Source: an optimization exercise on an open RTL-to-GDS flow (aim: small area, a short achievable clock period and few clock cycles per item). Production flows keep margins and buffers that such runs may drop.
No functional check of the RTL was part of any run shown here.
Power figures rest on the tool's default switching activity, not on a simulated workload.

### design/flow/config.mk
export PLATFORM = sky130hd
export DESIGN_NAME = matvec3
export DESIGN_NICKNAME = matvec3
export VERILOG_FILES = /design/flow/design.v
export SDC_FILE = /design/flow/constraint.sdc
export NUM_CORES = 4
export LEC_CHECK = 0
export ABC_AREA = 1
export CAP_MARGIN = 20
export CORE_MARGIN = 2
export CORE_UTILIZATION = 40
export CTS_BUF_LIST = sky130_fd_sc_hd__clkbuf_4
export CTS_CLUSTER_DIAMETER = 100
export SETUP_SLACK_MARGIN = 3.8
export SLEW_MARGIN = 20
### design/flow/run.sh
#!/bin/bash
# synth_recipe.tcl (not shown) runs the flow's synth.tcl, then flattens the netlist and writes it again
# the make line also repeats each setting of config.mk as NAME=value (left out here)
make -C /OpenROAD-flow-scripts/flow DESIGN_CONFIG=/design/flow/config.mk WORK_HOME=/design/flow/orfs CLKGATE_MAP_FILE= SYNTH_SCRIPT=/design/flow/synth_recipe.tcl finish
### design/flow/constraint.sdc
create_clock -name core_clock -period 7.0 [get_ports {clk}]
set_input_delay 1.4000 -clock core_clock [delete_from_list [all_inputs] [get_ports {clk}]]
set_output_delay 1.4000 -clock core_clock [all_outputs]
set_load 0.01 [all_outputs]
### design/flow/design.v
module mul_csa (
    input  wire [13:0] w,
    input  wire [6:0]  one,
    input  wire [6:0]  two,
    input  wire [6:0]  neg,
    output wire [27:0] r0,
    output wire [27:0] r1
);
    wire t1 = (one[0] & w[0]) ^ neg[0];
    wire t2 = ((one[0] & w[1]) | (two[0] & w[0])) ^ neg[0];
    wire t3 = ((one[0] & w[2]) | (two[0] & w[1])) ^ neg[0];
    wire t4 = ((one[0] & w[3]) | (two[0] & w[2])) ^ neg[0];
    wire t5 = ((one[0] & w[4]) | (two[0] & w[3])) ^ neg[0];
    wire t6 = ((one[0] & w[5]) | (two[0] & w[4])) ^ neg[0];
    wire t7 = ((one[0] & w[6]) | (two[0] & w[5])) ^ neg[0];
    wire t8 = ((one[0] & w[7]) | (two[0] & w[6])) ^ neg[0];
    wire t9 = ((one[0] & w[8]) | (two[0] & w[7])) ^ neg[0];
    wire t10 = ((one[0] & w[9]) | (two[0] & w[8])) ^ neg[0];
    wire t11 = ((one[0] & w[10]) | (two[0] & w[9])) ^ neg[0];
    wire t12 = ((one[0] & w[11]) | (two[0] & w[10])) ^ neg[0];
    wire t13 = ((one[0] & w[12]) | (two[0] & w[11])) ^ neg[0];
    wire t14 = ((one[0] & w[13]) | (two[0] & w[12])) ^ neg[0];
    wire t15 = ~(((one[0] & w[13]) | (two[0] & w[13])) ^ neg[0]);
    wire t16 = (one[1] & w[0]) ^ neg[1];
    wire t17 = ((one[1] & w[1]) | (two[1] & w[0])) ^ neg[1];
    wire t18 = ((one[1] & w[2]) | (two[1] & w[1])) ^ neg[1];
    wire t19 = ((one[1] & w[3]) | (two[1] & w[2])) ^ neg[1];
    wire t20 = ((one[1] & w[4]) | (two[1] & w[3])) ^ neg[1];
    wire t21 = ((one[1] & w[5]) | (two[1] & w[4])) ^ neg[1];
    wire t22 = ((one[1] & w[6]) | (two[1] & w[5])) ^ neg[1];
    wire t23 = ((one[1] & w[7]) | (two[1] & w[6])) ^ neg[1];
    wire t24 = ((one[1] & w[8]) | (two[1] & w[7])) ^ neg[1];
    wire t25 = ((one[1] & w[9]) | (two[1] & w[8])) ^ neg[1];
    wire t26 = ((one[1] & w[10]) | (two[1] & w[9])) ^ neg[1];
    wire t27 = ((one[1] & w[11]) | (two[1] & w[10])) ^ neg[1];
    wire t28 = ((one[1] & w[12]) | (two[1] & w[11])) ^ neg[1];
    wire t29 = ((one[1] & w[13]) | (two[1] & w[12])) ^ neg[1];
    wire t30 = ~(((one[1] & w[13]) | (two[1] & w[13])) ^ neg[1]);
    wire t31 = (one[2] & w[0]) ^ neg[2];
    wire t32 = ((one[2] & w[1]) | (two[2] & w[0])) ^ neg[2];
    wire t33 = ((one[2] & w[2]) | (two[2] & w[1])) ^ neg[2];
    wire t34 = ((one[2] & w[3]) | (two[2] & w[2])) ^ neg[2];
    wire t35 = ((one[2] & w[4]) | (two[2] & w[3])) ^ neg[2];
    wire t36 = ((one[2] & w[5]) | (two[2] & w[4])) ^ neg[2];
    wire t37 = ((one[2] & w[6]) | (two[2] & w[5])) ^ neg[2];
    wire t38 = ((one[2] & w[7]) | (two[2] & w[6])) ^ neg[2];
    wire t39 = ((one[2] & w[8]) | (two[2] & w[7])) ^ neg[2];
    wire t40 = ((one[2] & w[9]) | (two[2] & w[8])) ^ neg[2];
    wire t41 = ((one[2] & w[10]) | (two[2] & w[9])) ^ neg[2];
    wire t42 = ((one[2] & w[11]) | (two[2] & w[10])) ^ neg[2];
    wire t43 = ((one[2] & w[12]) | (two[2] & w[11])) ^ neg[2];
    wire t44 = ((one[2] & w[13]) | (two[2] & w[12])) ^ neg[2];
    wire t45 = ~(((one[2] & w[13]) | (two[2] & w[13])) ^ neg[2]);
    wire t46 = (one[3] & w[0]) ^ neg[3];
    wire t47 = ((one[3] & w[1]) | (two[3] & w[0])) ^ neg[3];
    wire t48 = ((one[3] & w[2]) | (two[3] & w[1])) ^ neg[3];
    wire t49 = ((one[3] & w[3]) | (two[3] & w[2])) ^ neg[3];
    wire t50 = ((one[3] & w[4]) | (two[3] & w[3])) ^ neg[3];
    wire t51 = ((one[3] & w[5]) | (two[3] & w[4])) ^ neg[3];
    wire t52 = ((one[3] & w[6]) | (two[3] & w[5])) ^ neg[3];
    wire t53 = ((one[3] & w[7]) | (two[3] & w[6])) ^ neg[3];
    wire t54 = ((one[3] & w[8]) | (two[3] & w[7])) ^ neg[3];
    wire t55 = ((one[3] & w[9]) | (two[3] & w[8])) ^ neg[3];
    wire t56 = ((one[3] & w[10]) | (two[3] & w[9])) ^ neg[3];
    wire t57 = ((one[3] & w[11]) | (two[3] & w[10])) ^ neg[3];
    wire t58 = ((one[3] & w[12]) | (two[3] & w[11])) ^ neg[3];
    wire t59 = ((one[3] & w[13]) | (two[3] & w[12])) ^ neg[3];
    wire t60 = ~(((one[3] & w[13]) | (two[3] & w[13])) ^ neg[3]);
    wire t61 = (one[4] & w[0]) ^ neg[4];
    wire t62 = ((one[4] & w[1]) | (two[4] & w[0])) ^ neg[4];
    wire t63 = ((one[4] & w[2]) | (two[4] & w[1])) ^ neg[4];
    wire t64 = ((one[4] & w[3]) | (two[4] & w[2])) ^ neg[4];
    wire t65 = ((one[4] & w[4]) | (two[4] & w[3])) ^ neg[4];
    wire t66 = ((one[4] & w[5]) | (two[4] & w[4])) ^ neg[4];
    wire t67 = ((one[4] & w[6]) | (two[4] & w[5])) ^ neg[4];
    wire t68 = ((one[4] & w[7]) | (two[4] & w[6])) ^ neg[4];
    wire t69 = ((one[4] & w[8]) | (two[4] & w[7])) ^ neg[4];
    wire t70 = ((one[4] & w[9]) | (two[4] & w[8])) ^ neg[4];
    wire t71 = ((one[4] & w[10]) | (two[4] & w[9])) ^ neg[4];
    wire t72 = ((one[4] & w[11]) | (two[4] & w[10])) ^ neg[4];
    wire t73 = ((one[4] & w[12]) | (two[4] & w[11])) ^ neg[4];
    wire t74 = ((one[4] & w[13]) | (two[4] & w[12])) ^ neg[4];
    wire t75 = ~(((one[4] & w[13]) | (two[4] & w[13])) ^ neg[4]);
    wire t76 = (one[5] & w[0]) ^ neg[5];
    wire t77 = ((one[5] & w[1]) | (two[5] & w[0])) ^ neg[5];
    wire t78 = ((one[5] & w[2]) | (two[5] & w[1])) ^ neg[5];
    wire t79 = ((one[5] & w[3]) | (two[5] & w[2])) ^ neg[5];
    wire t80 = ((one[5] & w[4]) | (two[5] & w[3])) ^ neg[5];
    wire t81 = ((one[5] & w[5]) | (two[5] & w[4])) ^ neg[5];
    wire t82 = ((one[5] & w[6]) | (two[5] & w[5])) ^ neg[5];
    wire t83 = ((one[5] & w[7]) | (two[5] & w[6])) ^ neg[5];
    wire t84 = ((one[5] & w[8]) | (two[5] & w[7])) ^ neg[5];
    wire t85 = ((one[5] & w[9]) | (two[5] & w[8])) ^ neg[5];
    wire t86 = ((one[5] & w[10]) | (two[5] & w[9])) ^ neg[5];
    wire t87 = ((one[5] & w[11]) | (two[5] & w[10])) ^ neg[5];
    wire t88 = ((one[5] & w[12]) | (two[5] & w[11])) ^ neg[5];
    wire t89 = ((one[5] & w[13]) | (two[5] & w[12])) ^ neg[5];
    wire t90 = ~(((one[5] & w[13]) | (two[5] & w[13])) ^ neg[5]);
    wire t91 = (one[6] & w[0]) ^ neg[6];
    wire t92 = ((one[6] & w[1]) | (two[6] & w[0])) ^ neg[6];
    wire t93 = ((one[6] & w[2]) | (two[6] & w[1])) ^ neg[6];
    wire t94 = ((one[6] & w[3]) | (two[6] & w[2])) ^ neg[6];
    wire t95 = ((one[6] & w[4]) | (two[6] & w[3])) ^ neg[6];
    wire t96 = ((one[6] & w[5]) | (two[6] & w[4])) ^ neg[6];
    wire t97 = ((one[6] & w[6]) | (two[6] & w[5])) ^ neg[6];
    wire t98 = ((one[6] & w[7]) | (two[6] & w[6])) ^ neg[6];
    wire t99 = ((one[6] & w[8]) | (two[6] & w[7])) ^ neg[6];
    wire t100 = ((one[6] & w[9]) | (two[6] & w[8])) ^ neg[6];
    wire t101 = ((one[6] & w[10]) | (two[6] & w[9])) ^ neg[6];
    wire t102 = ((one[6] & w[11]) | (two[6] & w[10])) ^ neg[6];
    wire t103 = ((one[6] & w[12]) | (two[6] & w[11])) ^ neg[6];
    wire t104 = ((one[6] & w[13]) | (two[6] & w[12])) ^ neg[6];
    wire t105 = ~(((one[6] & w[13]) | (two[6] & w[13])) ^ neg[6]);
    wire t106 = t11 ^ t24;
    wire t107 = t11 & t24;
    wire t108 = t12 ^ t25;
    wire t109 = t12 & t25;
    wire t110 = t13 ^ t26 ^ t39;
    wire t111 = (t13 & t26) | (t13 & t39) | (t26 & t39);
    wire t112 = t52 ^ t65;
    wire t113 = t52 & t65;
    wire t114 = t14 ^ t27 ^ t40;
    wire t115 = (t14 & t27) | (t14 & t40) | (t27 & t40);
    wire t116 = t53 ^ t66;
    wire t117 = t53 & t66;
    wire t118 = t15 ^ t28 ^ t41;
    wire t119 = (t15 & t28) | (t15 & t41) | (t28 & t41);
    wire t120 = t54 ^ t67 ^ t80;
    wire t121 = (t54 & t67) | (t54 & t80) | (t67 & t80);
    wire t122 = t29 ^ t42 ^ t55;
    wire t123 = (t29 & t42) | (t29 & t55) | (t42 & t55);
    wire t124 = t68 ^ t81;
    wire t125 = t68 & t81;
    wire t126 = t30 ^ t43 ^ t56;
    wire t127 = (t30 & t43) | (t30 & t56) | (t43 & t56);
    wire t128 = t44 ^ t57;
    wire t129 = t44 & t57;
    wire t130 = t7 ^ t20;
    wire t131 = t7 & t20;
    wire t132 = t8 ^ t21;
    wire t133 = t8 & t21;
    wire t134 = t9 ^ t22 ^ t35;
    wire t135 = (t9 & t22) | (t9 & t35) | (t22 & t35);
    wire t136 = t48 ^ t61;
    wire t137 = t48 & t61;
    wire t138 = t10 ^ t23 ^ t36;
    wire t139 = (t10 & t23) | (t10 & t36) | (t23 & t36);
    wire t140 = t49 ^ t62;
    wire t141 = t49 & t62;
    wire t142 = t37 ^ t50 ^ t63;
    wire t143 = (t37 & t50) | (t37 & t63) | (t50 & t63);
    wire t144 = t76 ^ neg[5] ^ t106;
    wire t145 = (t76 & neg[5]) | (t76 & t106) | (neg[5] & t106);
    wire t146 = t38 ^ t51 ^ t64;
    wire t147 = (t38 & t51) | (t38 & t64) | (t51 & t64);
    wire t148 = t77 ^ t107 ^ t108;
    wire t149 = (t77 & t107) | (t77 & t108) | (t107 & t108);
    wire t150 = t78 ^ t91 ^ neg[6];
    wire t151 = (t78 & t91) | (t78 & neg[6]) | (t91 & neg[6]);
    wire t152 = t109 ^ t110 ^ t112;
    wire t153 = (t109 & t110) | (t109 & t112) | (t110 & t112);
    wire t154 = t79 ^ t92 ^ t111;
    wire t155 = (t79 & t92) | (t79 & t111) | (t92 & t111);
    wire t156 = t113 ^ t114 ^ t116;
    wire t157 = (t113 & t114) | (t113 & t116) | (t114 & t116);
    wire t158 = t93 ^ 1'b1 ^ t115;
    wire t159 = (t93 & 1'b1) | (t93 & t115) | (1'b1 & t115);
    wire t160 = t117 ^ t118 ^ t120;
    wire t161 = (t117 & t118) | (t117 & t120) | (t118 & t120);
    wire t162 = t94 ^ 1'b1 ^ t119;
    wire t163 = (t94 & 1'b1) | (t94 & t119) | (1'b1 & t119);
    wire t164 = t121 ^ t122 ^ t124;
    wire t165 = (t121 & t122) | (t121 & t124) | (t122 & t124);
    wire t166 = t69 ^ t82 ^ t95;
    wire t167 = (t69 & t82) | (t69 & t95) | (t82 & t95);
    wire t168 = t123 ^ t125 ^ t126;
    wire t169 = (t123 & t125) | (t123 & t126) | (t125 & t126);
    wire t170 = t70 ^ t83 ^ t96;
    wire t171 = (t70 & t83) | (t70 & t96) | (t83 & t96);
    wire t172 = 1'b1 ^ t127 ^ t128;
    wire t173 = (1'b1 & t127) | (1'b1 & t128) | (t127 & t128);
    wire t174 = t45 ^ t58 ^ t71;
    wire t175 = (t45 & t58) | (t45 & t71) | (t58 & t71);
    wire t176 = t84 ^ t97 ^ t129;
    wire t177 = (t84 & t97) | (t84 & t129) | (t97 & t129);
    wire t178 = t59 ^ t72 ^ t85;
    wire t179 = (t59 & t72) | (t59 & t85) | (t72 & t85);
    wire t180 = t98 ^ 1'b1;
    wire t181 = t98 & 1'b1;
    wire t182 = t60 ^ t73 ^ t86;
    wire t183 = (t60 & t73) | (t60 & t86) | (t73 & t86);
    wire t184 = t74 ^ t87;
    wire t185 = t74 & t87;
    wire t186 = t5 ^ t18;
    wire t187 = t5 & t18;
    wire t188 = t6 ^ t19;
    wire t189 = t6 & t19;
    wire t190 = t33 ^ t46 ^ neg[3];
    wire t191 = (t33 & t46) | (t33 & neg[3]) | (t46 & neg[3]);
    wire t192 = t34 ^ t47 ^ t131;
    wire t193 = (t34 & t47) | (t34 & t131) | (t47 & t131);
    wire t194 = neg[4] ^ t133 ^ t134;
    wire t195 = (neg[4] & t133) | (neg[4] & t134) | (t133 & t134);
    wire t196 = t135 ^ t137 ^ t138;
    wire t197 = (t135 & t137) | (t135 & t138) | (t137 & t138);
    wire t198 = t139 ^ t141 ^ t142;
    wire t199 = (t139 & t141) | (t139 & t142) | (t141 & t142);
    wire t200 = t143 ^ t145 ^ t146;
    wire t201 = (t143 & t145) | (t143 & t146) | (t145 & t146);
    wire t202 = t147 ^ t149 ^ t150;
    wire t203 = (t147 & t149) | (t147 & t150) | (t149 & t150);
    wire t204 = t151 ^ t153 ^ t154;
    wire t205 = (t151 & t153) | (t151 & t154) | (t153 & t154);
    wire t206 = t155 ^ t157 ^ t158;
    wire t207 = (t155 & t157) | (t155 & t158) | (t157 & t158);
    wire t208 = t159 ^ t161 ^ t162;
    wire t209 = (t159 & t161) | (t159 & t162) | (t161 & t162);
    wire t210 = t163 ^ t165 ^ t166;
    wire t211 = (t163 & t165) | (t163 & t166) | (t165 & t166);
    wire t212 = t167 ^ t169 ^ t170;
    wire t213 = (t167 & t169) | (t167 & t170) | (t169 & t170);
    wire t214 = t171 ^ t173 ^ t174;
    wire t215 = (t171 & t173) | (t171 & t174) | (t173 & t174);
    wire t216 = t175 ^ t177 ^ t178;
    wire t217 = (t175 & t177) | (t175 & t178) | (t177 & t178);
    wire t218 = t99 ^ t179 ^ t181;
    wire t219 = (t99 & t179) | (t99 & t181) | (t179 & t181);
    wire t220 = t100 ^ 1'b1 ^ t183;
    wire t221 = (t100 & 1'b1) | (t100 & t183) | (1'b1 & t183);
    wire t222 = t75 ^ t88 ^ t101;
    wire t223 = (t75 & t88) | (t75 & t101) | (t88 & t101);
    wire t224 = t89 ^ t102;
    wire t225 = t89 & t102;
    wire t226 = t3 ^ t16;
    wire t227 = t3 & t16;
    wire t228 = t4 ^ t17;
    wire t229 = t4 & t17;
    wire t230 = t31 ^ neg[2] ^ t186;
    wire t231 = (t31 & neg[2]) | (t31 & t186) | (neg[2] & t186);
    wire t232 = t32 ^ t187 ^ t188;
    wire t233 = (t32 & t187) | (t32 & t188) | (t187 & t188);
    wire t234 = t130 ^ t189 ^ t190;
    wire t235 = (t130 & t189) | (t130 & t190) | (t189 & t190);
    wire t236 = t132 ^ t191 ^ t192;
    wire t237 = (t132 & t191) | (t132 & t192) | (t191 & t192);
    wire t238 = t136 ^ t193 ^ t194;
    wire t239 = (t136 & t193) | (t136 & t194) | (t193 & t194);
    wire t240 = t140 ^ t195 ^ t196;
    wire t241 = (t140 & t195) | (t140 & t196) | (t195 & t196);
    wire t242 = t144 ^ t197 ^ t198;
    wire t243 = (t144 & t197) | (t144 & t198) | (t197 & t198);
    wire t244 = t148 ^ t199 ^ t200;
    wire t245 = (t148 & t199) | (t148 & t200) | (t199 & t200);
    wire t246 = t152 ^ t201 ^ t202;
    wire t247 = (t152 & t201) | (t152 & t202) | (t201 & t202);
    wire t248 = t156 ^ t203 ^ t204;
    wire t249 = (t156 & t203) | (t156 & t204) | (t203 & t204);
    wire t250 = t160 ^ t205 ^ t206;
    wire t251 = (t160 & t205) | (t160 & t206) | (t205 & t206);
    wire t252 = t164 ^ t207 ^ t208;
    wire t253 = (t164 & t207) | (t164 & t208) | (t207 & t208);
    wire t254 = t168 ^ t209 ^ t210;
    wire t255 = (t168 & t209) | (t168 & t210) | (t209 & t210);
    wire t256 = t172 ^ t211 ^ t212;
    wire t257 = (t172 & t211) | (t172 & t212) | (t211 & t212);
    wire t258 = t176 ^ t213 ^ t214;
    wire t259 = (t176 & t213) | (t176 & t214) | (t213 & t214);
    wire t260 = t180 ^ t215 ^ t216;
    wire t261 = (t180 & t215) | (t180 & t216) | (t215 & t216);
    wire t262 = t182 ^ t217 ^ t218;
    wire t263 = (t182 & t217) | (t182 & t218) | (t217 & t218);
    wire t264 = t184 ^ t219 ^ t220;
    wire t265 = (t184 & t219) | (t184 & t220) | (t219 & t220);
    wire t266 = t185 ^ t221 ^ t222;
    wire t267 = (t185 & t221) | (t185 & t222) | (t221 & t222);
    wire t268 = 1'b1 ^ t223 ^ t224;
    wire t269 = (1'b1 & t223) | (1'b1 & t224) | (t223 & t224);
    wire t270 = t90 ^ t103 ^ t225;
    wire t271 = (t90 & t103) | (t90 & t225) | (t103 & t225);
    wire t272 = t104 ^ 1'b1;
    wire t273 = t104 & 1'b1;
    assign r0[0] = t1;
    assign r0[1] = t2;
    assign r0[2] = neg[1];
    assign r0[3] = t227;
    assign r0[4] = t229;
    assign r0[5] = t231;
    assign r0[6] = t233;
    assign r0[7] = t235;
    assign r0[8] = t237;
    assign r0[9] = t239;
    assign r0[10] = t241;
    assign r0[11] = t243;
    assign r0[12] = t245;
    assign r0[13] = t247;
    assign r0[14] = t249;
    assign r0[15] = t251;
    assign r0[16] = t253;
    assign r0[17] = t255;
    assign r0[18] = t257;
    assign r0[19] = t259;
    assign r0[20] = t261;
    assign r0[21] = t263;
    assign r0[22] = t265;
    assign r0[23] = t267;
    assign r0[24] = t269;
    assign r0[25] = t271;
    assign r0[26] = t105;
    assign r0[27] = 1'b1;
    assign r1[0] = neg[0];
    assign r1[1] = 1'b0;
    assign r1[2] = t226;
    assign r1[3] = t228;
    assign r1[4] = t230;
    assign r1[5] = t232;
    assign r1[6] = t234;
    assign r1[7] = t236;
    assign r1[8] = t238;
    assign r1[9] = t240;
    assign r1[10] = t242;
    assign r1[11] = t244;
    assign r1[12] = t246;
    assign r1[13] = t248;
    assign r1[14] = t250;
    assign r1[15] = t252;
    assign r1[16] = t254;
    assign r1[17] = t256;
    assign r1[18] = t258;
    assign r1[19] = t260;
    assign r1[20] = t262;
    assign r1[21] = t264;
    assign r1[22] = t266;
    assign r1[23] = t268;
    assign r1[24] = t270;
    assign r1[25] = t272;
    assign r1[26] = t273;
    assign r1[27] = 1'b0;
endmodule
module add3 (
    input  wire [27:0] a,
    input  wire [27:0] b,
    input  wire [27:0] c,
    output wire [27:0] y
);
    wire u1 = a[0] ^ b[0] ^ c[0];
    wire u2 = (a[0] & b[0]) | (a[0] & c[0]) | (b[0] & c[0]);
    wire u3 = a[1] ^ b[1] ^ c[1];
    wire u4 = (a[1] & b[1]) | (a[1] & c[1]) | (b[1] & c[1]);
    wire u5 = a[2] ^ b[2] ^ c[2];
    wire u6 = (a[2] & b[2]) | (a[2] & c[2]) | (b[2] & c[2]);
    wire u7 = a[3] ^ b[3] ^ c[3];
    wire u8 = (a[3] & b[3]) | (a[3] & c[3]) | (b[3] & c[3]);
    wire u9 = a[4] ^ b[4] ^ c[4];
    wire u10 = (a[4] & b[4]) | (a[4] & c[4]) | (b[4] & c[4]);
    wire u11 = a[5] ^ b[5] ^ c[5];
    wire u12 = (a[5] & b[5]) | (a[5] & c[5]) | (b[5] & c[5]);
    wire u13 = a[6] ^ b[6] ^ c[6];
    wire u14 = (a[6] & b[6]) | (a[6] & c[6]) | (b[6] & c[6]);
    wire u15 = a[7] ^ b[7] ^ c[7];
    wire u16 = (a[7] & b[7]) | (a[7] & c[7]) | (b[7] & c[7]);
    wire u17 = a[8] ^ b[8] ^ c[8];
    wire u18 = (a[8] & b[8]) | (a[8] & c[8]) | (b[8] & c[8]);
    wire u19 = a[9] ^ b[9] ^ c[9];
    wire u20 = (a[9] & b[9]) | (a[9] & c[9]) | (b[9] & c[9]);
    wire u21 = a[10] ^ b[10] ^ c[10];
    wire u22 = (a[10] & b[10]) | (a[10] & c[10]) | (b[10] & c[10]);
    wire u23 = a[11] ^ b[11] ^ c[11];
    wire u24 = (a[11] & b[11]) | (a[11] & c[11]) | (b[11] & c[11]);
    wire u25 = a[12] ^ b[12] ^ c[12];
    wire u26 = (a[12] & b[12]) | (a[12] & c[12]) | (b[12] & c[12]);
    wire u27 = a[13] ^ b[13] ^ c[13];
    wire u28 = (a[13] & b[13]) | (a[13] & c[13]) | (b[13] & c[13]);
    wire u29 = a[14] ^ b[14] ^ c[14];
    wire u30 = (a[14] & b[14]) | (a[14] & c[14]) | (b[14] & c[14]);
    wire u31 = a[15] ^ b[15] ^ c[15];
    wire u32 = (a[15] & b[15]) | (a[15] & c[15]) | (b[15] & c[15]);
    wire u33 = a[16] ^ b[16] ^ c[16];
    wire u34 = (a[16] & b[16]) | (a[16] & c[16]) | (b[16] & c[16]);
    wire u35 = a[17] ^ b[17] ^ c[17];
    wire u36 = (a[17] & b[17]) | (a[17] & c[17]) | (b[17] & c[17]);
    wire u37 = a[18] ^ b[18] ^ c[18];
    wire u38 = (a[18] & b[18]) | (a[18] & c[18]) | (b[18] & c[18]);
    wire u39 = a[19] ^ b[19] ^ c[19];
    wire u40 = (a[19] & b[19]) | (a[19] & c[19]) | (b[19] & c[19]);
    wire u41 = a[20] ^ b[20] ^ c[20];
    wire u42 = (a[20] & b[20]) | (a[20] & c[20]) | (b[20] & c[20]);
    wire u43 = a[21] ^ b[21] ^ c[21];
    wire u44 = (a[21] & b[21]) | (a[21] & c[21]) | (b[21] & c[21]);
    wire u45 = a[22] ^ b[22] ^ c[22];
    wire u46 = (a[22] & b[22]) | (a[22] & c[22]) | (b[22] & c[22]);
    wire u47 = a[23] ^ b[23] ^ c[23];
    wire u48 = (a[23] & b[23]) | (a[23] & c[23]) | (b[23] & c[23]);
    wire u49 = a[24] ^ b[24] ^ c[24];
    wire u50 = (a[24] & b[24]) | (a[24] & c[24]) | (b[24] & c[24]);
    wire u51 = a[25] ^ b[25] ^ c[25];
    wire u52 = (a[25] & b[25]) | (a[25] & c[25]) | (b[25] & c[25]);
    wire u53 = a[26] ^ b[26] ^ c[26];
    wire u54 = (a[26] & b[26]) | (a[26] & c[26]) | (b[26] & c[26]);
    wire u55 = a[27] ^ b[27] ^ c[27];
    wire u56 = u3 ^ u2;
    wire u57 = u3 & u2;
    wire u58 = u5 ^ u4;
    wire u59 = u5 & u4;
    wire u60 = u7 ^ u6;
    wire u61 = u7 & u6;
    wire u62 = u9 ^ u8;
    wire u63 = u9 & u8;
    wire u64 = u11 ^ u10;
    wire u65 = u11 & u10;
    wire u66 = u13 ^ u12;
    wire u67 = u13 & u12;
    wire u68 = u15 ^ u14;
    wire u69 = u15 & u14;
    wire u70 = u17 ^ u16;
    wire u71 = u17 & u16;
    wire u72 = u19 ^ u18;
    wire u73 = u19 & u18;
    wire u74 = u21 ^ u20;
    wire u75 = u21 & u20;
    wire u76 = u23 ^ u22;
    wire u77 = u23 & u22;
    wire u78 = u25 ^ u24;
    wire u79 = u25 & u24;
    wire u80 = u27 ^ u26;
    wire u81 = u27 & u26;
    wire u82 = u29 ^ u28;
    wire u83 = u29 & u28;
    wire u84 = u31 ^ u30;
    wire u85 = u31 & u30;
    wire u86 = u33 ^ u32;
    wire u87 = u33 & u32;
    wire u88 = u35 ^ u34;
    wire u89 = u35 & u34;
    wire u90 = u37 ^ u36;
    wire u91 = u37 & u36;
    wire u92 = u39 ^ u38;
    wire u93 = u39 & u38;
    wire u94 = u41 ^ u40;
    wire u95 = u41 & u40;
    wire u96 = u43 ^ u42;
    wire u97 = u43 & u42;
    wire u98 = u45 ^ u44;
    wire u99 = u45 & u44;
    wire u100 = u47 ^ u46;
    wire u101 = u47 & u46;
    wire u102 = u49 ^ u48;
    wire u103 = u49 & u48;
    wire u104 = u51 ^ u50;
    wire u105 = u51 & u50;
    wire u106 = u53 ^ u52;
    wire u107 = u53 & u52;
    wire u108 = u55 ^ u54;
    wire u109 = u55 & u54;
    wire u110 = u57 | (u56 & 1'b0);
    wire u111 = u56 & u1;
    wire u112 = u61 | (u60 & u59);
    wire u113 = u60 & u58;
    wire u114 = u65 | (u64 & u63);
    wire u115 = u64 & u62;
    wire u116 = u69 | (u68 & u67);
    wire u117 = u68 & u66;
    wire u118 = u73 | (u72 & u71);
    wire u119 = u72 & u70;
    wire u120 = u77 | (u76 & u75);
    wire u121 = u76 & u74;
    wire u122 = u81 | (u80 & u79);
    wire u123 = u80 & u78;
    wire u124 = u85 | (u84 & u83);
    wire u125 = u84 & u82;
    wire u126 = u89 | (u88 & u87);
    wire u127 = u88 & u86;
    wire u128 = u93 | (u92 & u91);
    wire u129 = u92 & u90;
    wire u130 = u97 | (u96 & u95);
    wire u131 = u96 & u94;
    wire u132 = u101 | (u100 & u99);
    wire u133 = u100 & u98;
    wire u134 = u105 | (u104 & u103);
    wire u135 = u104 & u102;
    wire u136 = u109 | (u108 & u107);
    wire u137 = u108 & u106;
    wire u138 = u112 | (u113 & u110);
    wire u139 = u113 & u111;
    wire u140 = u116 | (u117 & u114);
    wire u141 = u117 & u115;
    wire u142 = u120 | (u121 & u118);
    wire u143 = u121 & u119;
    wire u144 = u124 | (u125 & u122);
    wire u145 = u125 & u123;
    wire u146 = u128 | (u129 & u126);
    wire u147 = u129 & u127;
    wire u148 = u132 | (u133 & u130);
    wire u149 = u133 & u131;
    wire u150 = u136 | (u137 & u134);
    wire u151 = u137 & u135;
    wire u152 = u140 | (u141 & u138);
    wire u153 = u141 & u139;
    wire u154 = u144 | (u145 & u142);
    wire u155 = u145 & u143;
    wire u156 = u148 | (u149 & u146);
    wire u157 = u149 & u147;
    wire u158 = u154 | (u155 & u152);
    wire u159 = u155 & u153;
    wire u160 = u156 | (u157 & u158);
    wire u161 = u157 & u159;
    wire u162 = u142 | (u143 & u152);
    wire u163 = u143 & u153;
    wire u164 = u146 | (u147 & u158);
    wire u165 = u147 & u159;
    wire u166 = u150 | (u151 & u160);
    wire u167 = u151 & u161;
    wire u168 = u114 | (u115 & u138);
    wire u169 = u115 & u139;
    wire u170 = u118 | (u119 & u152);
    wire u171 = u119 & u153;
    wire u172 = u122 | (u123 & u162);
    wire u173 = u123 & u163;
    wire u174 = u126 | (u127 & u158);
    wire u175 = u127 & u159;
    wire u176 = u130 | (u131 & u164);
    wire u177 = u131 & u165;
    wire u178 = u134 | (u135 & u160);
    wire u179 = u135 & u161;
    wire u180 = u59 | (u58 & u110);
    wire u181 = u58 & u111;
    wire u182 = u63 | (u62 & u138);
    wire u183 = u62 & u139;
    wire u184 = u67 | (u66 & u168);
    wire u185 = u66 & u169;
    wire u186 = u71 | (u70 & u152);
    wire u187 = u70 & u153;
    wire u188 = u75 | (u74 & u170);
    wire u189 = u74 & u171;
    wire u190 = u79 | (u78 & u162);
    wire u191 = u78 & u163;
    wire u192 = u83 | (u82 & u172);
    wire u193 = u82 & u173;
    wire u194 = u87 | (u86 & u158);
    wire u195 = u86 & u159;
    wire u196 = u91 | (u90 & u174);
    wire u197 = u90 & u175;
    wire u198 = u95 | (u94 & u164);
    wire u199 = u94 & u165;
    wire u200 = u99 | (u98 & u176);
    wire u201 = u98 & u177;
    wire u202 = u103 | (u102 & u160);
    wire u203 = u102 & u161;
    wire u204 = u107 | (u106 & u178);
    wire u205 = u106 & u179;
    wire u206 = u56 ^ 1'b0;
    wire u207 = u58 ^ u110;
    wire u208 = u60 ^ u180;
    wire u209 = u62 ^ u138;
    wire u210 = u64 ^ u182;
    wire u211 = u66 ^ u168;
    wire u212 = u68 ^ u184;
    wire u213 = u70 ^ u152;
    wire u214 = u72 ^ u186;
    wire u215 = u74 ^ u170;
    wire u216 = u76 ^ u188;
    wire u217 = u78 ^ u162;
    wire u218 = u80 ^ u190;
    wire u219 = u82 ^ u172;
    wire u220 = u84 ^ u192;
    wire u221 = u86 ^ u158;
    wire u222 = u88 ^ u194;
    wire u223 = u90 ^ u174;
    wire u224 = u92 ^ u196;
    wire u225 = u94 ^ u164;
    wire u226 = u96 ^ u198;
    wire u227 = u98 ^ u176;
    wire u228 = u100 ^ u200;
    wire u229 = u102 ^ u160;
    wire u230 = u104 ^ u202;
    wire u231 = u106 ^ u178;
    wire u232 = u108 ^ u204;
    assign y[0] = u1;
    assign y[1] = u206;
    assign y[2] = u207;
    assign y[3] = u208;
    assign y[4] = u209;
    assign y[5] = u210;
    assign y[6] = u211;
    assign y[7] = u212;
    assign y[8] = u213;
    assign y[9] = u214;
    assign y[10] = u215;
    assign y[11] = u216;
    assign y[12] = u217;
    assign y[13] = u218;
    assign y[14] = u219;
    assign y[15] = u220;
    assign y[16] = u221;
    assign y[17] = u222;
    assign y[18] = u223;
    assign y[19] = u224;
    assign y[20] = u225;
    assign y[21] = u226;
    assign y[22] = u227;
    assign y[23] = u228;
    assign y[24] = u229;
    assign y[25] = u230;
    assign y[26] = u231;
    assign y[27] = u232;
endmodule
`timescale 1ns/1ps
`default_nettype none
module matvec3
(
    input  logic               clk,
    input  logic               reset,
    input  logic               input_valid,
    output logic               input_ready,
    input  logic signed [13:0] input_data,
    output logic               output_valid,
    input  logic               output_ready,
    output logic signed [27:0] output_data
);
    logic [3:0]         ph;        
    logic signed [13:0] ring [12];
    logic signed [13:0] ring0_d;
    logic signed [13:0] x_n;       
    logic [6:0]         one_q;     
    logic [6:0]         two_q;
    logic [6:0]         neg_q;
    logic [3:0]         wc;
    logic               active;    
    logic [3:0]         pi;        
    logic [1:0]         pc;        
    logic [1:0]         xl;        
    logic               fire_d;
    logic               first_d;
    logic               last_d;
    logic [27:0]        s_q;
    logic [27:0]        c_q;
    logic [27:0]        acc;
    logic [27:0]        s_d;
    logic [27:0]        c_d;
    logic [3:0]         pi_ph;     
    logic [3:0]         ph_n;
    logic [3:0]         wc_n;
    logic               active_n;
    logic [3:0]         pi_n;
    logic [1:0]         pc_n;
    logic [1:0]         xl_n;
    logic               ready_n;
    logic accept;
    logic fire;
    logic cancel;
    logic retire;
    function automatic logic slot_free(input logic [3:0] w, input logic act,
                                       input logic [3:0] p);
        if (w < 4'd9)       slot_free = !act || (p > w);
        else if (w == 4'd9) slot_free = !act;
        else                slot_free = 1'b1;
    endfunction
    assign accept      = input_valid && input_ready;
    assign pi_ph       = (pi < 4'd2) ? pi + 4'd10 : pi - 4'd2;
    assign cancel      = fire_d && first_d && output_valid && !output_ready;
    assign retire      = fire_d && !cancel;
    assign fire        = active && (ph == pi_ph) && (xl > pc) && !cancel;
    assign output_data = acc;
    always_comb begin
        ph_n     = (ph == 4'd11) ? 4'd0 : ph + 4'd1;
        wc_n     = wc;
        active_n = active;
        pi_n     = pi;
        pc_n     = pc;
        xl_n     = xl;
        if (accept) begin
            wc_n = (wc == 4'd11) ? 4'd0 : wc + 4'd1;
            if (wc == 4'd9) begin
                active_n = 1'b1;
                pi_n     = '0;
                pc_n     = '0;
                xl_n     = 2'd1;
            end else if (wc > 4'd9) begin
                xl_n = xl + 2'd1;
            end
        end
        if (fire) begin
            pi_n = pi + 4'd1;
            pc_n = (pc == 2'd2) ? 2'd0 : pc + 2'd1;
            if (pi == 4'd8) active_n = 1'b0;
        end else if (cancel) begin
            pi_n = pi - 4'd1;
            pc_n = '0;
        end
        ready_n = (ph_n == wc_n) && slot_free(wc_n, active_n, pi_n);
    end
    assign ring0_d = accept ? input_data : ring[11];
    always_comb begin
        if (ph >= 4'd9)      x_n = ring0_d;
        else if (ph <= 4'd2) x_n = ring[2];
        else                 x_n = ring[5];
    end
    logic [14:0] x_ext;
    assign x_ext = {x_n, 1'b0};
    always_ff @(posedge clk) begin
        for (int k = 0; k < 7; k++) begin
            logic b2, b1, b0;
            b2 = x_ext[2*k+2];
            b1 = x_ext[2*k+1];
            b0 = x_ext[2*k];
            one_q[k] <= b1 ^ b0;
            two_q[k] <= (b2 & !b1 & !b0) | (!b2 & b1 & b0);
            neg_q[k] <= b2;
        end
    end
    mul_csa mul_i (
        .w  (ring[9]),
        .one(one_q),
        .two(two_q),
        .neg(neg_q),
        .r0 (s_d),
        .r1 (c_d)
    );
    always_ff @(posedge clk) begin
        ring[0] <= ring0_d;
        for (int k = 1; k < 12; k++) ring[k] <= ring[k-1];
        s_q     <= s_d;
        c_q     <= c_d;
        first_d <= (pc == 2'd0);
        last_d  <= (pc == 2'd2);
    end
    logic [27:0] a_m;
    logic [27:0] sum;
    assign a_m = first_d ? 28'd0 : acc;
    add3 add_i (
        .a (a_m),
        .b (s_q),
        .c (c_q),
        .y (sum)
    );
    always_ff @(posedge clk) begin
        if (retire) begin
            acc <= sum;
        end
    end
    always_ff @(posedge clk) begin
        if (reset) begin
            ph           <= '0;
            wc           <= '0;
            active       <= 1'b0;
            pi           <= '0;
            pc           <= '0;
            xl           <= '0;
            fire_d       <= 1'b0;
            input_ready  <= 1'b1;
            output_valid <= 1'b0;
        end else begin
            ph           <= ph_n;
            wc           <= wc_n;
            active       <= active_n;
            pi           <= pi_n;
            pc           <= pc_n;
            xl           <= xl_n;
            fire_d       <= fire;
            input_ready  <= ready_n;
            if (retire && last_d)   output_valid <= 1'b1;
            else if (output_ready)  output_valid <= 1'b0;
        end
    end
endmodule
`default_nettype wire
==> results of run 1 <==
through the flow:
stage          power (µW)  hold WS [ps]  setup WS, ps  cells
2_1_floorplan        5440           310          3800   1356
3_3_place_gp         6280           310          2950   1805
3_5_place_dp         6430           312          2820   1805
4_1_cts              7940           269          3660   1944
5_1_grt              9370           286          3670   2024
6_report             8430           288          3810   2024
power by group through the flow:
stage | Sequential (µW) | Clock, µW | Combinational, µW
after floorplan | 2410 | 0 | 3030
after global placement | 2490 | 0 | 3790
after detailed placement | 2490 | 0 | 3930
after CTS | 2460 | 1480 | 4000
after global routing | 2530 | 1570 | 5280
final | 2490 | 1410 | 4530
critical path: stages (launching register included):
cell	delay, ps
dfxtp_4	360
buf_12	150
inv_8	70
nand2_1	70
fa_1	580
inv_2	70
ha_4	260
nand4_1	130
nor3_2	280
nand2_4	80
nand2_4	100
buf_4	120
nand2_1	40
nand2_1	80
inv_1	60
fa_2	510
inv_1	40
sequential cells by signal, indices dropped and copies added, names as in the netlist:
name,count
last_d,1
ring,168
neg_q,7
wc,4
active,1
ph,4
pc,2
acc,28
pi,4
first_d,1
one_q,7
s_q,27
add_i.c,26
two_q,7
xl,2
fire_d,1
input_ready,1
output_valid,1
metal layers:
layer	share of wire [%]	vias up
met5	0	-
met1	45	4481
met3	5.8	78
li1	-	4654
met4	2.4	0
met2	47	324
what timing repair did:
item                                    CTS  global route
setup buffers                            14            75
resized for setup                        23           113
endpoints found under the setup margin   35            21
gates cloned                              1             3
pin swaps                                 7            47
kinds of logic after synthesis:
family | share of synthesized area [%]
compound gates | 8.40
xor+xnor | 8.12
fa+ha+maj | 20.1
buf+inv | 8.27
flops | 45.1
simple gates | 10.0
worst min path at each step:
stage	slack [ps]	cells after the start	endpoint
final	290	0	ring[7][12]
after floorplan	310	0	ring[11][0]
after global placement	310	0	ring[9][8]
after detailed placement	310	0	ring[11][2]
after CTS	270	0	ring[7][12]
after global routing	290	0	ring[7][1]
cell usage after synthesis (5+ instances only):
library cell | number | area [µm²]
xnor2_1 | 12 | 105
nor2_1 | 57 | 214
o21ai_1 | 9 | 45.0
inv_1 | 228 | 856
inv_2 | 8 | 30.0
clkbuf_1 | 31 | 116
dfxtp_1 | 264 | 5290
nand3_1 | 37 | 185
a21oi_2 | 6 | 52.6
nand2_2 | 11 | 68.8
o22ai_1 | 91 | 569
nand2_1 | 184 | 691
buf_2 | 10 | 50.1
o21ai_0 | 24 | 120
ha_1 | 65 | 813
edfxtp_1 | 28 | 841
nand4_1 | 5 | 31.3
a21oi_1 | 27 | 135
fa_1 | 96 | 1920
xor2_1 | 114 | 998
area by class of cell:
class,count,area [µm²],area share [%]
clock buffer,102,766,4.61
sequential,292,6160,37.0
timing repair buffer,137,1170,7.06
antenna,2,5.00,0.0301
timing repair inverter,4,26.3,0.158
tap,448,561,3.37
inverter,239,995,5.99
multi-input combinational,778,6780,40.8
clock inverter,22,156,0.941
==> flow_summary.ini, run 1 <==
[timing]
rsz0062_at_grt = yes
fin_crit_sh_pct = 45.6
period_minus_slack_ps = 3190
relSlewSlack_pct = 52.6
fin_skew_ps = 60.9
finalSetupViolations = 0
hold_viol_final = 0
tightest_slew_ps = 708
finalMaxSlewViolations = 0
final.setup.tns_ps = 0
max_freq_mhz = 313

[pwr]
leakage_uw = 0.00757
switchingPower_uw = 3400
comb_power_share_pct = 53.7
power_density_nw_per_um2 = 508
peakVddDrop_uv = 184
clock_power_share_pct = 16.8
switching_share_pct = 40.4
p_seq_share_pct = 29.5
intPower_uw = 5030

[grt]
use_met1_pct = 20.6
met2_usage_pct = 26.1
grt_max_degree = 29
top_usage_layer = met2
grt_pass1_vias = 9358
grt_util_met3_pct = 3.65
grt_pass1_wl_um = 46100
track_usage_pct = 16.1
antenna_found_initial = 2
global_route.overflow_total = 0

[worst_hold_path]
hold_start = ring[6][12]
hp-class = reg -> reg

[floorplanning]
initial_core_util_pct = 40.5
rows = 67
core_um2 = 33500
die-area_um2 = 35500
die_x_um = 188
ioPinCount = 48
fp.dieH_um = 188

[finish]
final_layout_size_suffix_gt1_share_pct = 23.3
finish.utilization_pct = 49.6
final_cell_mix = 250 x dfxtp_1, 201 x inv_1, 167 x nand2_1, 114 x xor2_1, 102 x clkbuf_4
fillers = 3069
layout_commonest_cell = dfxtp_1
area_growth_pct = 22.2
nets = 1708
fin_area_um2 = 16600

[route]
drc_errors = 0
vias_per_cell = 4.71
wl_per_cell_um = 14.6
antenna_left = 0
routed_wl_um = 29500
routed-via-count = 9537
drtPass1Iterations = 6
dr.first_iter.drc_count = 600

[critical_path]
worst-endpoint-required_ps = 7470
crit_path_max_fanout = 4
critPathLaunchType = register
reg2reg_depth = 16
arrival_ps = 3660
crit_start = first_d
crit_end = acc[20]
reg2reg_to = acc[20]
path_class = reg -> reg
end_kind = register
regToRegStartpoint = first_d
rrSetupSlack_ps = 3810

[yosys]
yosysWarnings = 3
synth_nets = 1535
synth-main-ff-cell = dfxtp_1
synthDistinctLibCells = 46
seq_area_frac_synth_pct = 45.1
synthCells = 1356
synthArstFlopShare_pct = 0
synth-edff-count = 28
syn_area_per_cell_um2 = 10.0
ys_ff_latch = 292
syn_area_um2 = 13600

[cts]
clkTransAtPathRegs_ps = 60
cts_buffers = 77
cts_tree = yes
hold_buffers = 0
clock_latency_ps = 710
h-tree-depth = 3
clock_sinks = 292
cts_buffer_depth = 3
cts_root_buf = clkbuf_4

[placed_design]
port-buffer-count = 47
dp_hpwl_um = 19600
gp_congestion = 0.890
place_area_um2 = 14400

[flow_run]
maxCapViolCount = 0

[status]
status = finished clean
==> inputs of run 2 (changes only) <==
--- a/design/flow/config.mk
+++ b/design/flow/config.mk
@@ -10,6 +10,4 @@
 export CORE_MARGIN = 2
 export CORE_UTILIZATION = 40
-export CTS_BUF_LIST = sky130_fd_sc_hd__clkbuf_4
-export CTS_CLUSTER_DIAMETER = 100
 export SETUP_SLACK_MARGIN = 3.8
 export SLEW_MARGIN = 20
==> flow_summary.ini, run 2 <==
[yosys]
ys_ff_latch = 292
synth_nets = 1535
synth_top_cell_by_area = dfxtp_1
syn_area_per_cell_um2 = 10.0
synthDistinctLibCells = 46
synthArstFlopShare_pct = 0
synth_most_common_cell = dfxtp_1
yosysWarnings = 3
syn_area_um2 = 13600
synth-edff-count = 28
seq_area_frac_synth_pct = 45.1
synthCells = 1356
synth-main-ff-cell = dfxtp_1
synth_area_leaders = dfxtp_1 39%, fa_1 14%, xor2_1 7.3%, inv_1 6.3%, edfxtp_1 6.2%
netlist_top_cells_count = 264 x dfxtp_1, 228 x inv_1, 184 x nand2_1
netlist.area_leader.share_pct = 38.9

[finish]
finalNonFillerCells = 1939
largest_register_ffs = 168
n_antenna_cell = 0
fin_area_um2 = 16500
final_layout_size_suffix_gt1_share_pct = 17.3
fillers = 3049
final_cell_mix = 251 x dfxtp_1, 208 x inv_1, 172 x nand2_1, 114 x xor2_1, 94 x fa_1
layout_commonest_cell = dfxtp_1
area_growth_pct = 21.1
nets = 1646
top_regs = ring (168), acc (28), s_q (27)
largest-register = ring

[critical_path]
slowest_delay_ps = 590
path_class = reg -> reg
path_buf_inv = 3
end_kind = register
arrival_ps = 3550
worst-endpoint-required_ps = 7300
critPathMostFrequentCell = nand2_4
critPathLaunchType = register
path_delay_family = adder cells
reg2reg_depth = 17
crit_path_max_fanout = 7
cp.depth = 17
cpMaxStageDelayCell = fa_1
worstPathCellList = inv_8 -> nand2_1 -> fa_1 -> inv_1 -> ha_1 -> a21oi_4 -> o21ai_2 -> a21oi_2 -> nand2_4 -> nand2_4 -> nand2_4 -> nand2_2 -> nand2_2 -> fa_2 -> xnor2_2 -> xor2_1 -> inv_1

[pwr]
total_power_uw = 8480
power_density_nw_per_um2 = 515
peakVddDrop_uv = 212
leakage_uw = 0.00743

[placed_design]
dp_hpwl_um = 19600
place_area_um2 = 14400
port-buffer-count = 47
post-place-cells = 1805
gp_congestion = 0.890

[floorplanning]
fp.dieH_um = 188
ioPinCount = 48
die-area_um2 = 35500
die_x_um = 188
core_um2 = 33500
rows = 67
initial_core_util_pct = 40.5

[route]
routed-via-count = 9194
wl_per_cell_um = 14.8
drc_errors = 0
vias_per_cell = 4.74
dr.first_iter.drc_count = 539
drtPass1Iterations = 5
antenna_left = 0
routed_wl_um = 28800

[timing]
hold_viol_final = 0
fin_skew_ps = 12.0
fin_crit_sh_pct = 46.4
final.setup.tns_ps = 0
max_freq_mhz = 308
rsz0062_at_grt = yes
period_minus_slack_ps = 3250
finalSetupViolations = 0
tightest_slew_ps = 701
relSlewSlack_pct = 53.1
finalMaxSlewViolations = 0

[grt]
grt_util_met3_pct = 2.20
grt_max_degree = 29
use_met1_pct = 21.0
track_usage_pct = 15.7
grt_pass1_vias = 9003
met2_usage_pct = 26.3
top_usage_layer = met2
antenna_found_initial = 0
grt_pass1_wl_um = 45500
global_route.overflow_total = 0

[cts]
clock_latency_ps = 540
cts_buffers = 30
cts_buffer_depth = 3
cts_tree = yes
clkTransAtPathRegs_ps = 60
clock_sinks = 292
cts_root_buf = clkbuf_16
h-tree-depth = 1

[status]
status = finished clean

[worst_hold_path]
hp-class = reg -> reg
hold-path-cell-count = 0

[flow_run]
maxCapViolCount = 0
[run 2: cell types whose count changed in the layout (fill, tap and decap cells not counted), sizes merged]
cell / before / now
diode: 2 / 0
dlymetal6s2s: 1 / 0
dlygate4sd2: 0 / 1
clkinv: 16 / 9
clkinvlp: 27 / 23
clkbuf: 102 / 43
inv: 220 / 222
buf: 90 / 75
[run 2: area by class of cell]
| cell class | instances | area, µm² | share of cell area [%] |
|---|---|---|---|
| well taps | 448 | 561 | 3.41 |
| clock inverters | 14 | 148 | 0.897 |
| flip-flops and latches | 292 | 6150 | 37.4 |
| clock buffers | 42 | 878 | 5.34 |
| repair inverters | 3 | 18.8 | 0.114 |
| multi-input cells | 778 | 6670 | 40.6 |
| inverters | 239 | 981 | 5.96 |
| repair buffers | 123 | 1040 | 6.33 |
[run 2: metal layers]
metal,wire length [µm],up-vias,part of all wire (%)
met5,0,-,0
met2,13400,255,47
li1,-,4491,-
met3,1450,73,5.0
met4,822,0,2.9
met1,13100,4375,45
[run 2: cells by family (layout without fill, tap and decap cells)]
kind of cell / count (synthesis) / count (layout) / share of synthesized area (%)
AND/OR/NAND/NOR: 314 / 314 / 10.0
flip-flops: 292 / 292 / 45.1
buffers and inverters: 286 / 421 / 8.27
AO/OA/AOI/OAI: 177 / 177 / 8.40
adder cells (fa/ha/maj): 161 / 161 / 20.1
XOR/XNOR: 126 / 126 / 8.12
[run 2: power by group]
part	total (µW)	internal (µW)	switching [µW]	leakage [µW]
logic	4390	1910	2480	0.00446
clock network	1610	955	655	0.000500
registers	2480	2280	202	0.00246
total	8480	5140	3340	0.00743
[run 2: timing repair]
action	CTS	global route
resized for setup	42	57
endpoints found under the setup margin	34	18
gates cloned	1	2
buffers inserted	11	64
pin swaps	18	28
hold buffers	0	0
[run 2: stage by stage]
step	hold WS, ps	util, %	setup WS (ps)
finish	321	49.1	3750
CTS	323	47.0	3710
detailed placement	312	43.0	2820
global placement	310	43.0	2950
floorplan	310	-	3800
global route	323	49.1	3610
[run 2: worst paths after layout]
check	startpoint	to	slack, ps
max	first_d	acc[27]	3750
min	ring[7][12]	ring[8][12]	320
max reg2reg	first_d	acc[27]	3750
min reg2reg	ring[7][12]	ring[8][12]	320

==> static timing again, ports no longer ideal <==
In the flow no input, the clock included, has a driving cell. The finished layouts below were timed again as built, in two steps.
Step 1, drivers: a clkbuf_16 drives clk and a buf_2 each remaining input, both assumed.
Step 2 times the ports against the registers' clock, not the clock port: input delays grow and output delays shrink by t, the midpoint of the rising clock arrivals with the driver on.
a / b / c = no drivers / after step 1 / after step 2; a / b = the first two.
| run | shift t [ns] | setup slack, ns | worst setup path at the end | clock arrival spread, ns | worst data-port slew with drivers (ns) |
|---|---|---|---|---|---|
| run 1 | 0.722 | 3.810 / 3.779 / 3.334 | input to register | 0.061 / 0.061 | 0.04 |
| run 2 | 0.589 | 3.753 / 3.753 / 3.337 | input to register | 0.013 / 0.013 | 0.04 |
After both steps every run listed still meets setup and hold. For run 1, which loses most, drivers alone change the setup slack by -0.031 ns; drivers and shift together by -0.476 ns.
